Context: an optimization exercise on an open-source flow, tuned for a short achievable clock period and few clock cycles per item. The choices shown serve that exercise and are no tape-out recipe.
Only simulation tests tie the RTL to the original design; equivalence was not proved.
The clock port is modelled as an ideal driver; clocking choices that lean on that would not hold on a real chip.
Power and IR drop assume default switching activity.

// dfu_top
module dfu_top (
	input  logic        clk,
	input  logic        rst,
	input  logic        a_valid,
	input  logic [4:0]  a_op,
	input  logic [31:0] a_data,
	output logic        a_ready,
	input  logic        b_valid,
	input  logic [31:0] b_data,
	output logic        b_ready,
	output logic        res_valid,
	output logic [31:0] res_data,
	input  logic        res_ready
);
Settings: LEC_CHECK=0, ABC_CLOCK_PERIOD_IN_PS=4000, CAP_MARGIN=20, CORE_MARGIN=2, CORE_UTILIZATION=40, SETUP_SLACK_MARGIN=3.0, SLEW_MARGIN=20; clock period 9.0 ns.
run.sh (not shown) runs the stock make flow with config.mk's settings and CLKGATE_MAP_FILE= SYNTH_SCRIPT=/design/flow/synth_recipe.tcl, a recipe that flattens the netlist after the stock synthesis.
Testbench counts at the start, summed over its fixed seeds: cycles 9,419, items 8,000.
Edit:
==> flow/flow/run.sh (new file) <==
#!/bin/bash
# The standard layout (standard.sh, all ORFS steps to finish) with these
# changes: synthesis maps the logic with flow/speed.abc, a delay-driven
# ABC script, through flow/synth.tcl; and the CTS and global-route steps
# each end with extra setup repair passes (flow/post_cts.tcl,
# flow/post_grt.tcl). Make's full output goes to flow_make.log in the
# work folder; ORFS keeps each step's log under orfs/logs/.
set -euo pipefail
work=$(pwd)
bash standard.sh \
  SYNTH_SCRIPT="$work/flow/synth.tcl" \
  FLOW_ABC_SCRIPT="$work/flow/speed.abc" \
  POST_CTS_TCL="$work/flow/post_cts.tcl" \
  POST_GLOBAL_ROUTE_TCL="$work/flow/post_grt.tcl" \
  finish > "$work/flow_make.log" 2>&1
==> flow/flow/post_cts.tcl (new file) <==
# two more setup repair passes after the standard CTS-stage repair,
# then legalise the placement again
estimate_parasitics -placement
repair_timing -setup -setup_margin $::env(SETUP_SLACK_MARGIN) -repair_tns 100 -verbose
repair_timing -setup -setup_margin $::env(SETUP_SLACK_MARGIN) -repair_tns 100 -skip_last_gasp -sequence "sizeup,swap,buffer,clone" -verbose
detailed_placement
check_placement -verbose
==> flow/flow/post_grt.tcl (new file) <==
# one more setup repair pass on global-route parasitics after the
# standard one, then legalise, reroute the changed nets and write the
# route guides again
estimate_parasitics -global_routing
repair_timing -setup -setup_margin $::env(SETUP_SLACK_MARGIN) -repair_tns 100 -verbose
global_route -start_incremental
detailed_placement
global_route -end_incremental
estimate_parasitics -global_routing
write_guides $::env(RESULTS_DIR)/route.guide
==> flow/flow/speed.abc (new file) <==
strash
dch -f
map -p {D}
strash
dch -f
map -p {D}
topo
buffer -c
stime -c
upsize -c {D}
dnsize -c {D}
==> flow/flow/synth.tcl (new file) <==
# The standard synthesis (synth_recipe.tcl), with Yosys's abc command
# pointed at flow/speed.abc, a delay-driven mapping script, instead of the
# ORFS speed script; everything else, registers included, is unchanged
proc synth {args} { yosys synth -nofsm -noshare {*}$args }
proc abc {args} {
  set i [lsearch -exact $args -script]
  if {$i >= 0} { lset args [expr {$i + 1}] $::env(FLOW_ABC_SCRIPT) }
  set j [lsearch -exact $args -D]
  if {$j >= 0} { lset args [expr {$j + 1}] 1500 } else { lappend args -D 1500 }
  yosys abc {*}$args
}
source $::env(SCRIPTS_DIR)/synth.tcl
# left out here: clear keep_hierarchy, flatten, clean up, hide names made inside functions, write 1_2_yosys.v
==> flow/standard.sh (new file) <==
#!/bin/bash
# synth_recipe.tcl (not shown) runs the flow's synth.tcl, then flattens the netlist and writes it again
# the make line also repeats each setting of config.mk as NAME=value (left out here)
make -C /OpenROAD-flow-scripts/flow DESIGN_CONFIG=/design/flow/config.mk WORK_HOME=/design/flow/orfs CLKGATE_MAP_FILE= SYNTH_SCRIPT=/design/flow/synth_recipe.tcl "${@:-finish}"
ABC_CLOCK_PERIOD_IN_PS = default   (was 4000)
removed: flow/run.sh
Effect:
- die area came out higher by 9.8%
- register-to-register slack is better by 1.1 ns
- via count increases by 17%
- non-clock buffer count grows by 117
- clock-buffer cell count decreases by 3
- cell area rose by 13%
- cell count climbs by 13%
Edit:
==> flow/flow/run.sh (replaced) <==
#!/bin/bash
# The standard layout (standard.sh, all ORFS steps to finish) with these
# changes:
# - synthesis runs through flow/synth.tcl: modules are mapped one by one
#   (SYNTH_HIERARCHICAL 1, flattened at the end as the standard flow's synthesis
#   does), with flow/speed.abc, a delay-driven ABC script, and with adder
#   cells extracted only in the multiplier;
# - the port buffers are plain sky130_fd_sc_hd__buf_4 cells (which the
#   resizer may resize) rather than delay cells;
# - the CTS and global-route steps each end with extra setup repair
#   passes (flow/post_cts.tcl, flow/post_grt.tcl).
# Make's full output goes to flow_make.log in the work folder; ORFS keeps
# each step's log under orfs/logs/.
set -euo pipefail
work=$(pwd)
bash standard.sh \
  SYNTH_HIERARCHICAL=1 \
  SYNTH_SCRIPT="$work/flow/synth.tcl" \
  FLOW_ABC_SCRIPT="$work/flow/speed.abc" \
  BUFFER_PORTS_ARGS="-buffer_cell sky130_fd_sc_hd__buf_4" \
  POST_CTS_TCL="$work/flow/post_cts.tcl" \
  POST_GLOBAL_ROUTE_TCL="$work/flow/post_grt.tcl" \
  finish > "$work/flow_make.log" 2>&1
--- a/flow/flow/synth.tcl
+++ b/flow/flow/synth.tcl
@@ -1,3 +1,6 @@
-# The standard synthesis (synth_recipe.tcl), with Yosys's abc command
-# pointed at flow/speed.abc, a delay-driven mapping script, instead of the
-# ORFS speed script; everything else, registers included, is unchanged
+# The standard synthesis (synth_recipe.tcl), run with SYNTH_HIERARCHICAL 1
+# so each module is mapped on its own, and with two changes: Yosys's abc
+# command uses flow/speed.abc, a delay-driven mapping script, instead of
+# the ORFS speed script; and full and half adder cells are extracted only
+# in the multiplier, so the ALU's adders stay visible to ABC. Everything
+# else, registers included, is unchanged.
@@ -11,0 +15 @@
+proc extract_fa {args} { yosys extract_fa {*}$args mul_pipe }
=>
- maximum frequency came out higher slightly
- utilization came out lower by 4.9 points
- area after synthesis came out higher by a few percent
- total power came out higher by about a fifth
- wire length came out higher slightly
- setup slack improved by 0.074 ns

-- re-timing with driven ports --
The flow's constraints put no driver on any port. The routed layouts listed below were extracted and timed again, unchanged, in two steps. Step 1: set_driving_cell puts a clkbuf_16 on clk and a buf_2 on each other input, an assumption about the parent block. Step 2, shift: input delay + t, output delay - t, t = (earliest + latest rising clock arrival at the registers) / 2. This alone moves slack from input paths to output paths. Three values: ideal ports, drivers, drivers and shift; two values: the first two.
run | t (ns) | slack for setup (ns) | latest minus earliest clock arrival (ns)
the first run | 0.546 | 2.370 / 2.158 / 2.158 | 0.026 / 0.026
the second run | 0.543 | 2.764 / 2.636 / 2.544 | 0.016 / 0.016
the third run | 0.566 | 2.838 / 2.691 / 2.691 | 0.025 / 0.026
After both steps setup and hold are still met in every run listed. For the second run, which loses most, drivers alone change the setup slack by -0.128 ns; drivers and shift together by -0.220 ns.
